This design comes from an exercise in tuning for a short achievable clock period and few clock cycles on the open sky130 flow, not from production work. Function was checked by simulation only, so behaviour that the tests miss may differ from the original.

==> run D: inputs <==
==> flow/design.v (excerpt) <==
module mips_multicycle_core #(
  parameter int unsigned ADDR_W   = 10,
  parameter logic [31:0] RESET_PC = 32'h0000_0000,
  parameter int unsigned CNT_W    = 32
) (
  input  logic              clk,
  input  logic              rst,
  output logic              mem_req,
  output logic              mem_we,
  output logic [ADDR_W-1:0] mem_addr,
  output logic [31:0]       mem_wdata,
  input  logic [31:0]       mem_rdata,
  input  logic              mem_ready,
  input  logic [4:0]        dbg_reg_addr,
  output logic [31:0]       dbg_reg_data,
  output logic [31:0]       pc_out,
  output logic              halted,
  output logic [CNT_W-1:0]  instr_count
);
  localparam bit EXT_OPS = 1'b0;
  localparam logic [5:0] OP_RTYPE = 6'h00, OP_J   = 6'h02, OP_BEQ = 6'h04, OP_BNE = 6'h05;
  localparam logic [5:0] OP_ADDI  = 6'h08, OP_ORI = 6'h0D, OP_LW  = 6'h23, OP_SW  = 6'h2B;
  localparam logic [5:0] FN_ADD = 6'h20, FN_SUB = 6'h22, FN_AND = 6'h24;
  localparam logic [5:0] FN_OR  = 6'h25, FN_NOR = 6'h27, FN_SLT = 6'h2A;
  ...
Settings: LEC_CHECK=0, ABC_CLOCK_PERIOD_IN_PS=4000, CAP_MARGIN=20, CORE_MARGIN=2, CORE_UTILIZATION=30, MIN_ROUTING_LAYER=met2, PLACE_DENSITY=0.5, SETUP_SLACK_MARGIN=5, SLEW_MARGIN=20, TNS_END_PERCENT=20; clock period 10.0 ns.
run.sh (not shown) runs the stock make flow with config.mk's settings and CLKGATE_MAP_FILE= SYNTH_SCRIPT=/design/flow/synth_recipe.tcl, a recipe that flattens the netlist after the stock synthesis.
==> run F (differences from run D) <==
--- a/flow/design.v
+++ b/flow/design.v
@@ -91,46 +91,46 @@
     end else begin
       alu = a + s;
     end
   endfunction
   localparam int NW = (W < 2) ? 1 : (W < 4) ? 2 : (W < 8) ? 3 : 4;   
   logic [31:0]            pc0, pc0_p4;
   logic [W-1:0][31:0]     ir, opa, opb;      
   logic [NW-1:0]          e_n;
-  logic [31:0]            q_pc0, q_pc0_p4;
+  logic                   e_ill;             
+  logic [31:0]            q_pc0;
   logic [W-1:0][31:0]     q_ir;
   logic [NW-1:0]          q_n;
   logic [W-1:0][ADDR_W-1:0] nfa_w;           
   logic [NW:0]            fsel;              
-  logic [31:0]            redir_pc, redir_pc_p4;
+  logic [31:0]            redir_pc;
   logic              halt_q;
   logic [31:0]       rf [32];
   logic [CNT_W-1:0]  cnt;
   logic              mreq, mwe;              
   logic [ADDR_W-1:0] maddr;
   logic [31:0]       mwdata;
   logic [31:0]        c_data [2**CI_W];
   logic [CT_W-1:0]    c_tag  [2**CI_W];
   logic [2**CI_W-1:0] c_val;
   localparam logic [NW:0] FS_SAME  = '0;
   localparam logic [NW:0] FS_REDIR = (NW+1)'(2 * W + 1);
   logic [W-1:0]           e_wr, e_sw_k, e_mem_k, e_legal, in_g, smc, ex, mis, we, fw;
   logic [W-1:0][4:0]      e_dst;
   logic [W-1:0][31:0]     wd, tgt;
   logic [W:0]             sw_before, kill_before;
-  logic [W:0][31:0]       tgt_chain, tgt4_chain;    
+  logic [W:0][31:0]       tgt_chain;         
   logic [W:0][CNT_W-1:0]  cnt_chain;
   logic                   halt_now, e_mem, e_sw, e_redir;
-  logic [31:0]            e_tgt, e_tgt_p4;
+  logic [31:0]            e_tgt;
   logic [CNT_W-1:0]       e_cnt;
   assign sw_before[0]   = 1'b0;
   assign kill_before[0] = 1'b0;
   assign tgt_chain[0]   = '0;
-  assign tgt4_chain[0]  = '0;
   assign cnt_chain[0]   = '0;
   for (genvar k = 0; k < W; k++) begin : g_e
     dec_t        d;
     logic [31:0] res;
     logic        taken;
     assign d        = decode(ir[k]);
     assign res      = alu(ir[k], d, opa[k], opb[k]);
     assign taken    = d.bne ? (opa[k] != opb[k]) : (opa[k] == opb[k]);
@@ -144,29 +144,26 @@
     assign in_g[k]  = (NW'(k) < e_n) && !halt_q && e_legal[0];
     assign smc[k]   = sw_before[k] && maddr == pc0[ADDR_W+1:2] + ADDR_W'(k);
     assign sw_before[k+1] = sw_before[k] || (in_g[k] && d.sw);
     assign ex[k]    = in_g[k] && !kill_before[k] && !smc[k];
     assign mis[k]   = ex[k] && d.br && !d.pt && taken;
     assign kill_before[k+1] = kill_before[k] || (in_g[k] && smc[k]) || mis[k];
     assign tgt_chain[k+1] = (!kill_before[k] && in_g[k] && smc[k]) ? pc0 + 32'(4 * k) :
                             mis[k] ? tgt[k] : tgt_chain[k];
-    assign tgt4_chain[k+1] = (!kill_before[k] && in_g[k] && smc[k]) ? pc0 + 32'(4 * k + 4) :
-                             mis[k] ? tgt[k] + 32'd4 : tgt4_chain[k];
     assign we[k]    = ex[k] && d.wr;
     assign fw[k]    = in_g[k] && d.wr && d.dst != 5'd0;
     assign cnt_chain[k+1] = cnt_chain[k] + CNT_W'(ex[k]);
   end
   assign e_mem    = |(in_g & e_mem_k);
   assign e_sw     = |(in_g & e_sw_k);
   assign e_redir  = kill_before[W];
   assign e_tgt    = tgt_chain[W];
-  assign e_tgt_p4 = tgt4_chain[W];
   assign e_cnt    = cnt_chain[W];
-  assign halt_now = (e_n != '0) && !e_legal[0];
+  assign halt_now = e_ill;
   logic port_f, adv;
   assign mem_req   = mreq;
   assign mem_we    = mwe;
   assign mem_addr  = maddr;
   assign mem_wdata = mwdata;
   assign port_f    = !e_mem;                   
   assign adv       = mreq && mem_ready;
   function automatic logic [31:0] fwd(input logic [4:0] r);
@@ -217,34 +214,24 @@
   assign q_smc  = |q_smc_k;
   assign q_redo = (q_n != '0) && (q_haz || q_smc);
   logic n_go;
   assign n_go = (q_n != '0) && !e_redir && !q_redo;
   logic [W-1:0][31:0] f_tgt;
   for (genvar k = 0; k < W; k++) begin : g_ft
     assign f_tgt[k] = target(q_ir[k], q_pc0 + 32'(4 * k));
   end
-  logic [31:0] f_pc, f_pc_p4;
+  logic [31:0] f_pc;
   always_comb begin
-    f_pc    = redir_pc;
-    f_pc_p4 = redir_pc_p4;
-    if (fsel == FS_SAME) begin
-      f_pc    = q_pc0;
-      f_pc_p4 = q_pc0_p4;
-    end
+    f_pc = redir_pc;
+    if (fsel == FS_SAME) f_pc = q_pc0;
     for (int k = 1; k <= W; k++)
-      if (fsel == (NW+1)'(k)) begin
-        f_pc    = q_pc0 + 32'(4 * k);
-        f_pc_p4 = q_pc0 + 32'(4 * k + 4);
-      end
+      if (fsel == (NW+1)'(k)) f_pc = q_pc0 + 32'(4 * k);
     for (int k = 0; k < W; k++)
-      if (fsel == (NW+1)'(W + 1 + k)) begin
-        f_pc    = f_tgt[k];
-        f_pc_p4 = f_tgt[k] + 32'd4;
-      end
+      if (fsel == (NW+1)'(W + 1 + k)) f_pc = f_tgt[k];
   end
   logic [W-1:0][31:0]       fw_ir;
   logic [W-1:0]             f_pt, f_wr, f_mem, f_br, f_sw, f_legal, fok;
   logic [W-1:0][4:0]        f_dst;
   logic [W:0]               go, anymem, anybr;
   logic [NW-1:0]            f_n;
   logic              upd_v, upd_hit, fill;
   logic [ADDR_W-1:0] upd_w;
@@ -289,20 +276,18 @@
     f_n = '0;
     for (int k = 0; k < W; k++)
       if (go[k+1]) f_n = NW'(k + 1);
   end
   logic              redir;
   logic [31:0]       n_redir_pc;
   logic [W-1:0][ADDR_W-1:0] n_nfa_w;
   logic [NW:0]       n_fsel;
-  logic [31:0]       n_redir_pc_p4;
   assign redir         = e_redir || q_redo;
   assign n_redir_pc    = e_redir ? e_tgt : q_pc0;
-  assign n_redir_pc_p4 = e_redir ? e_tgt_p4 : q_pc0_p4;
   function automatic logic [ADDR_W-1:0] seq_w(input int j, input int k);
     if (j + 1 + k < W) seq_w = nfa_w[j + 1 + k];
     else               seq_w = nfa_w[0] + ADDR_W'(j + 1 + k);
   endfunction
   function automatic logic [ADDR_W-1:0] tgt_w(input int j, input int k);
     if (fw_ir[j][31:26] == OP_J) tgt_w = fw_ir[j][ADDR_W-1:0] + ADDR_W'(k);
     else                         tgt_w = nfa_w[j] + fw_ir[j][ADDR_W-1:0] + ADDR_W'(1 + k);
   endfunction
@@ -322,20 +307,24 @@
             n_fsel = (NW+1)'(j + 1);
             for (int k = 0; k < W; k++) n_nfa_w[k] = seq_w(j, k);
           end
         end
       end
     end
   end
   assign fill    = adv && port_f;
-  assign upd_hit = upd_v && c_val[upd_w[CI_W-1:0]] && c_tag[upd_w[CI_W-1:0]] == upd_w[ADDR_W-1:CI_W];
   always_ff @(posedge clk) begin
-    if (rst) upd_v <= 1'b0;
-    else     upd_v <= adv && e_sw;
+    if (rst) begin
+      upd_v   <= 1'b0;
+      upd_hit <= 1'b0;
+    end else begin
+      upd_v   <= adv && e_sw;
+      upd_hit <= adv && e_sw && c_val[maddr[CI_W-1:0]] && c_tag[maddr[CI_W-1:0]] == maddr[ADDR_W-1:CI_W];
+    end
     upd_w <= maddr;
     upd_d <= mwdata;
   end
   always_ff @(posedge clk) begin
     if (rst) begin
       c_val <= '0;
     end else if (fill) begin
       c_val[nfa_w[0][CI_W-1:0]] <= 1'b1;
@@ -350,55 +339,53 @@
       c_data[upd_w[CI_W-1:0]] <= upd_d;
     end
   end
   always_ff @(posedge clk) begin
     if (rst) begin
       pc0      <= RESET_PC;
       pc0_p4   <= RESET_PC + 32'd4;
       e_n      <= '0;
+      e_ill    <= 1'b0;
       q_pc0    <= RESET_PC;
-      q_pc0_p4 <= RESET_PC + 32'd4;
       q_n      <= '0;
       ir       <= '0;
       opa      <= '0;
       opb      <= '0;
       q_ir     <= '0;
       for (int k = 0; k < W; k++) nfa_w[k] <= RESET_PC[ADDR_W+1:2] + ADDR_W'(k);
       fsel     <= FS_REDIR;
       redir_pc <= RESET_PC;
-      redir_pc_p4 <= RESET_PC + 32'd4;
       halt_q   <= 1'b0;
       cnt      <= '0;
       mreq     <= 1'b1;
       mwe      <= 1'b0;
       maddr    <= RESET_PC[ADDR_W+1:2];
       mwdata   <= '0;
       for (int i = 0; i < 32; i++) rf[i] <= '0;
     end else begin
       if (halt_now) halt_q <= 1'b1;
       if (adv) begin
         for (int i = 1; i < 32; i++)
           for (int k = 0; k < W; k++)
             if (we[k] && e_dst[k] == 5'(i)) rf[i] <= wd[k];
         cnt      <= cnt + e_cnt;
         pc0      <= q_pc0;
-        pc0_p4   <= q_pc0_p4;
+        pc0_p4   <= q_pc0 + 32'd4;
         e_n      <= n_go ? q_n : '0;
+        e_ill    <= n_go && !q_legal[0];
         ir       <= q_ir;
         opa      <= qa;
         opb      <= qb;
         q_pc0    <= f_pc;
-        q_pc0_p4 <= f_pc_p4;
         q_n      <= redir ? '0 : f_n;
         q_ir     <= fw_ir;
         nfa_w    <= n_nfa_w;
         fsel     <= n_fsel;
         redir_pc <= n_redir_pc;
-        redir_pc_p4 <= n_redir_pc_p4;
         mreq     <= !(n_go && !q_legal[0]);
         mwe      <= n_go && q_mem && q_sw;
         maddr    <= (n_go && q_mem) ? q_ea[ADDR_W+1:2] : n_nfa_w[0];
         mwdata   <= qsd;
       end
     end
   end
   assign dbg_reg_data = (dbg_reg_addr == 5'd0) ? 32'd0 : rf[dbg_reg_addr];
==> flow/config.mk (replaced) <==
export PLATFORM = sky130hd
export DESIGN_NAME = mips_multicycle_core
export DESIGN_NICKNAME = mips_multicycle_core
export VERILOG_FILES = /design/flow/design.v
export SDC_FILE = /design/flow/constraint.sdc
export NUM_CORES = 4
export LEC_CHECK = 0
export ABC_CLOCK_PERIOD_IN_PS = 4000
export CAP_MARGIN = 20
export CORE_MARGIN = 2
export CORE_UTILIZATION = 28
export SETUP_SLACK_MARGIN = 5
export SLEW_MARGIN = 20
export TNS_END_PERCENT = 10
==> run E (differences from run D) <==
--- a/flow/design.v
+++ b/flow/design.v
@@ -91,46 +91,46 @@
     end else begin
       alu = a + s;
     end
   endfunction
   localparam int NW = (W < 2) ? 1 : (W < 4) ? 2 : (W < 8) ? 3 : 4;   
   logic [31:0]            pc0, pc0_p4;
   logic [W-1:0][31:0]     ir, opa, opb;      
   logic [NW-1:0]          e_n;
-  logic [31:0]            q_pc0, q_pc0_p4;
+  logic                   e_ill;             
+  logic [31:0]            q_pc0;
   logic [W-1:0][31:0]     q_ir;
   logic [NW-1:0]          q_n;
   logic [W-1:0][ADDR_W-1:0] nfa_w;           
   logic [NW:0]            fsel;              
-  logic [31:0]            redir_pc, redir_pc_p4;
+  logic [31:0]            redir_pc;
   logic              halt_q;
   logic [31:0]       rf [32];
   logic [CNT_W-1:0]  cnt;
   logic              mreq, mwe;              
   logic [ADDR_W-1:0] maddr;
   logic [31:0]       mwdata;
   logic [31:0]        c_data [2**CI_W];
   logic [CT_W-1:0]    c_tag  [2**CI_W];
   logic [2**CI_W-1:0] c_val;
   localparam logic [NW:0] FS_SAME  = '0;
   localparam logic [NW:0] FS_REDIR = (NW+1)'(2 * W + 1);
   logic [W-1:0]           e_wr, e_sw_k, e_mem_k, e_legal, in_g, smc, ex, mis, we, fw;
   logic [W-1:0][4:0]      e_dst;
   logic [W-1:0][31:0]     wd, tgt;
   logic [W:0]             sw_before, kill_before;
-  logic [W:0][31:0]       tgt_chain, tgt4_chain;    
+  logic [W:0][31:0]       tgt_chain;         
   logic [W:0][CNT_W-1:0]  cnt_chain;
   logic                   halt_now, e_mem, e_sw, e_redir;
-  logic [31:0]            e_tgt, e_tgt_p4;
+  logic [31:0]            e_tgt;
   logic [CNT_W-1:0]       e_cnt;
   assign sw_before[0]   = 1'b0;
   assign kill_before[0] = 1'b0;
   assign tgt_chain[0]   = '0;
-  assign tgt4_chain[0]  = '0;
   assign cnt_chain[0]   = '0;
   for (genvar k = 0; k < W; k++) begin : g_e
     dec_t        d;
     logic [31:0] res;
     logic        taken;
     assign d        = decode(ir[k]);
     assign res      = alu(ir[k], d, opa[k], opb[k]);
     assign taken    = d.bne ? (opa[k] != opb[k]) : (opa[k] == opb[k]);
@@ -144,29 +144,26 @@
     assign in_g[k]  = (NW'(k) < e_n) && !halt_q && e_legal[0];
     assign smc[k]   = sw_before[k] && maddr == pc0[ADDR_W+1:2] + ADDR_W'(k);
     assign sw_before[k+1] = sw_before[k] || (in_g[k] && d.sw);
     assign ex[k]    = in_g[k] && !kill_before[k] && !smc[k];
     assign mis[k]   = ex[k] && d.br && !d.pt && taken;
     assign kill_before[k+1] = kill_before[k] || (in_g[k] && smc[k]) || mis[k];
     assign tgt_chain[k+1] = (!kill_before[k] && in_g[k] && smc[k]) ? pc0 + 32'(4 * k) :
                             mis[k] ? tgt[k] : tgt_chain[k];
-    assign tgt4_chain[k+1] = (!kill_before[k] && in_g[k] && smc[k]) ? pc0 + 32'(4 * k + 4) :
-                             mis[k] ? tgt[k] + 32'd4 : tgt4_chain[k];
     assign we[k]    = ex[k] && d.wr;
     assign fw[k]    = in_g[k] && d.wr && d.dst != 5'd0;
     assign cnt_chain[k+1] = cnt_chain[k] + CNT_W'(ex[k]);
   end
   assign e_mem    = |(in_g & e_mem_k);
   assign e_sw     = |(in_g & e_sw_k);
   assign e_redir  = kill_before[W];
   assign e_tgt    = tgt_chain[W];
-  assign e_tgt_p4 = tgt4_chain[W];
   assign e_cnt    = cnt_chain[W];
-  assign halt_now = (e_n != '0) && !e_legal[0];
+  assign halt_now = e_ill;
   logic port_f, adv;
   assign mem_req   = mreq;
   assign mem_we    = mwe;
   assign mem_addr  = maddr;
   assign mem_wdata = mwdata;
   assign port_f    = !e_mem;                   
   assign adv       = mreq && mem_ready;
   function automatic logic [31:0] fwd(input logic [4:0] r);
@@ -217,34 +214,24 @@
   assign q_smc  = |q_smc_k;
   assign q_redo = (q_n != '0) && (q_haz || q_smc);
   logic n_go;
   assign n_go = (q_n != '0) && !e_redir && !q_redo;
   logic [W-1:0][31:0] f_tgt;
   for (genvar k = 0; k < W; k++) begin : g_ft
     assign f_tgt[k] = target(q_ir[k], q_pc0 + 32'(4 * k));
   end
-  logic [31:0] f_pc, f_pc_p4;
+  logic [31:0] f_pc;
   always_comb begin
-    f_pc    = redir_pc;
-    f_pc_p4 = redir_pc_p4;
-    if (fsel == FS_SAME) begin
-      f_pc    = q_pc0;
-      f_pc_p4 = q_pc0_p4;
-    end
+    f_pc = redir_pc;
+    if (fsel == FS_SAME) f_pc = q_pc0;
     for (int k = 1; k <= W; k++)
-      if (fsel == (NW+1)'(k)) begin
-        f_pc    = q_pc0 + 32'(4 * k);
-        f_pc_p4 = q_pc0 + 32'(4 * k + 4);
-      end
+      if (fsel == (NW+1)'(k)) f_pc = q_pc0 + 32'(4 * k);
     for (int k = 0; k < W; k++)
-      if (fsel == (NW+1)'(W + 1 + k)) begin
-        f_pc    = f_tgt[k];
-        f_pc_p4 = f_tgt[k] + 32'd4;
-      end
+      if (fsel == (NW+1)'(W + 1 + k)) f_pc = f_tgt[k];
   end
   logic [W-1:0][31:0]       fw_ir;
   logic [W-1:0]             f_pt, f_wr, f_mem, f_br, f_sw, f_legal, fok;
   logic [W-1:0][4:0]        f_dst;
   logic [W:0]               go, anymem, anybr;
   logic [NW-1:0]            f_n;
   logic              upd_v, upd_hit, fill;
   logic [ADDR_W-1:0] upd_w;
@@ -289,20 +276,18 @@
     f_n = '0;
     for (int k = 0; k < W; k++)
       if (go[k+1]) f_n = NW'(k + 1);
   end
   logic              redir;
   logic [31:0]       n_redir_pc;
   logic [W-1:0][ADDR_W-1:0] n_nfa_w;
   logic [NW:0]       n_fsel;
-  logic [31:0]       n_redir_pc_p4;
   assign redir         = e_redir || q_redo;
   assign n_redir_pc    = e_redir ? e_tgt : q_pc0;
-  assign n_redir_pc_p4 = e_redir ? e_tgt_p4 : q_pc0_p4;
   function automatic logic [ADDR_W-1:0] seq_w(input int j, input int k);
     if (j + 1 + k < W) seq_w = nfa_w[j + 1 + k];
     else               seq_w = nfa_w[0] + ADDR_W'(j + 1 + k);
   endfunction
   function automatic logic [ADDR_W-1:0] tgt_w(input int j, input int k);
     if (fw_ir[j][31:26] == OP_J) tgt_w = fw_ir[j][ADDR_W-1:0] + ADDR_W'(k);
     else                         tgt_w = nfa_w[j] + fw_ir[j][ADDR_W-1:0] + ADDR_W'(1 + k);
   endfunction
@@ -322,20 +307,24 @@
             n_fsel = (NW+1)'(j + 1);
             for (int k = 0; k < W; k++) n_nfa_w[k] = seq_w(j, k);
           end
         end
       end
     end
   end
   assign fill    = adv && port_f;
-  assign upd_hit = upd_v && c_val[upd_w[CI_W-1:0]] && c_tag[upd_w[CI_W-1:0]] == upd_w[ADDR_W-1:CI_W];
   always_ff @(posedge clk) begin
-    if (rst) upd_v <= 1'b0;
-    else     upd_v <= adv && e_sw;
+    if (rst) begin
+      upd_v   <= 1'b0;
+      upd_hit <= 1'b0;
+    end else begin
+      upd_v   <= adv && e_sw;
+      upd_hit <= adv && e_sw && c_val[maddr[CI_W-1:0]] && c_tag[maddr[CI_W-1:0]] == maddr[ADDR_W-1:CI_W];
+    end
     upd_w <= maddr;
     upd_d <= mwdata;
   end
   always_ff @(posedge clk) begin
     if (rst) begin
       c_val <= '0;
     end else if (fill) begin
       c_val[nfa_w[0][CI_W-1:0]] <= 1'b1;
@@ -350,55 +339,53 @@
       c_data[upd_w[CI_W-1:0]] <= upd_d;
     end
   end
   always_ff @(posedge clk) begin
     if (rst) begin
       pc0      <= RESET_PC;
       pc0_p4   <= RESET_PC + 32'd4;
       e_n      <= '0;
+      e_ill    <= 1'b0;
       q_pc0    <= RESET_PC;
-      q_pc0_p4 <= RESET_PC + 32'd4;
       q_n      <= '0;
       ir       <= '0;
       opa      <= '0;
       opb      <= '0;
       q_ir     <= '0;
       for (int k = 0; k < W; k++) nfa_w[k] <= RESET_PC[ADDR_W+1:2] + ADDR_W'(k);
       fsel     <= FS_REDIR;
       redir_pc <= RESET_PC;
-      redir_pc_p4 <= RESET_PC + 32'd4;
       halt_q   <= 1'b0;
       cnt      <= '0;
       mreq     <= 1'b1;
       mwe      <= 1'b0;
       maddr    <= RESET_PC[ADDR_W+1:2];
       mwdata   <= '0;
       for (int i = 0; i < 32; i++) rf[i] <= '0;
     end else begin
       if (halt_now) halt_q <= 1'b1;
       if (adv) begin
         for (int i = 1; i < 32; i++)
           for (int k = 0; k < W; k++)
             if (we[k] && e_dst[k] == 5'(i)) rf[i] <= wd[k];
         cnt      <= cnt + e_cnt;
         pc0      <= q_pc0;
-        pc0_p4   <= q_pc0_p4;
+        pc0_p4   <= q_pc0 + 32'd4;
         e_n      <= n_go ? q_n : '0;
+        e_ill    <= n_go && !q_legal[0];
         ir       <= q_ir;
         opa      <= qa;
         opb      <= qb;
         q_pc0    <= f_pc;
-        q_pc0_p4 <= f_pc_p4;
         q_n      <= redir ? '0 : f_n;
         q_ir     <= fw_ir;
         nfa_w    <= n_nfa_w;
         fsel     <= n_fsel;
         redir_pc <= n_redir_pc;
-        redir_pc_p4 <= n_redir_pc_p4;
         mreq     <= !(n_go && !q_legal[0]);
         mwe      <= n_go && q_mem && q_sw;
         maddr    <= (n_go && q_mem) ? q_ea[ADDR_W+1:2] : n_nfa_w[0];
         mwdata   <= qsd;
       end
     end
   end
   assign dbg_reg_data = (dbg_reg_addr == 5'd0) ? 32'd0 : rf[dbg_reg_addr];
==> flow/config.mk (replaced) <==
export PLATFORM = sky130hd
export DESIGN_NAME = mips_multicycle_core
export DESIGN_NICKNAME = mips_multicycle_core
export VERILOG_FILES = /design/flow/design.v
export SDC_FILE = /design/flow/constraint.sdc
export NUM_CORES = 4
export LEC_CHECK = 0
export ABC_CLOCK_PERIOD_IN_PS = 4000
export CAP_MARGIN = 20
export CORE_MARGIN = 2
export CORE_UTILIZATION = 35
export SETUP_SLACK_MARGIN = 5
export SLEW_MARGIN = 20
export TNS_END_PERCENT = 20
==> comparison <==
- Run E stopped in global routing (5_1_grt). Run D aborted during global routing (5_1_grt). Run F never finished: it broke off in global routing (5_1_grt).
- Of run F and run D, run D has the higher area after synthesis (gap about 5%, measured against run D).
- In synthesized cell count, run E and run F do not differ.
Testbench counts of run D, summed over its fixed seeds: cycles 48,209.
Testbench counts of run F, summed over its fixed seeds: cycles 48,209.
Testbench counts of run E, summed over its fixed seeds: cycles 48,209.
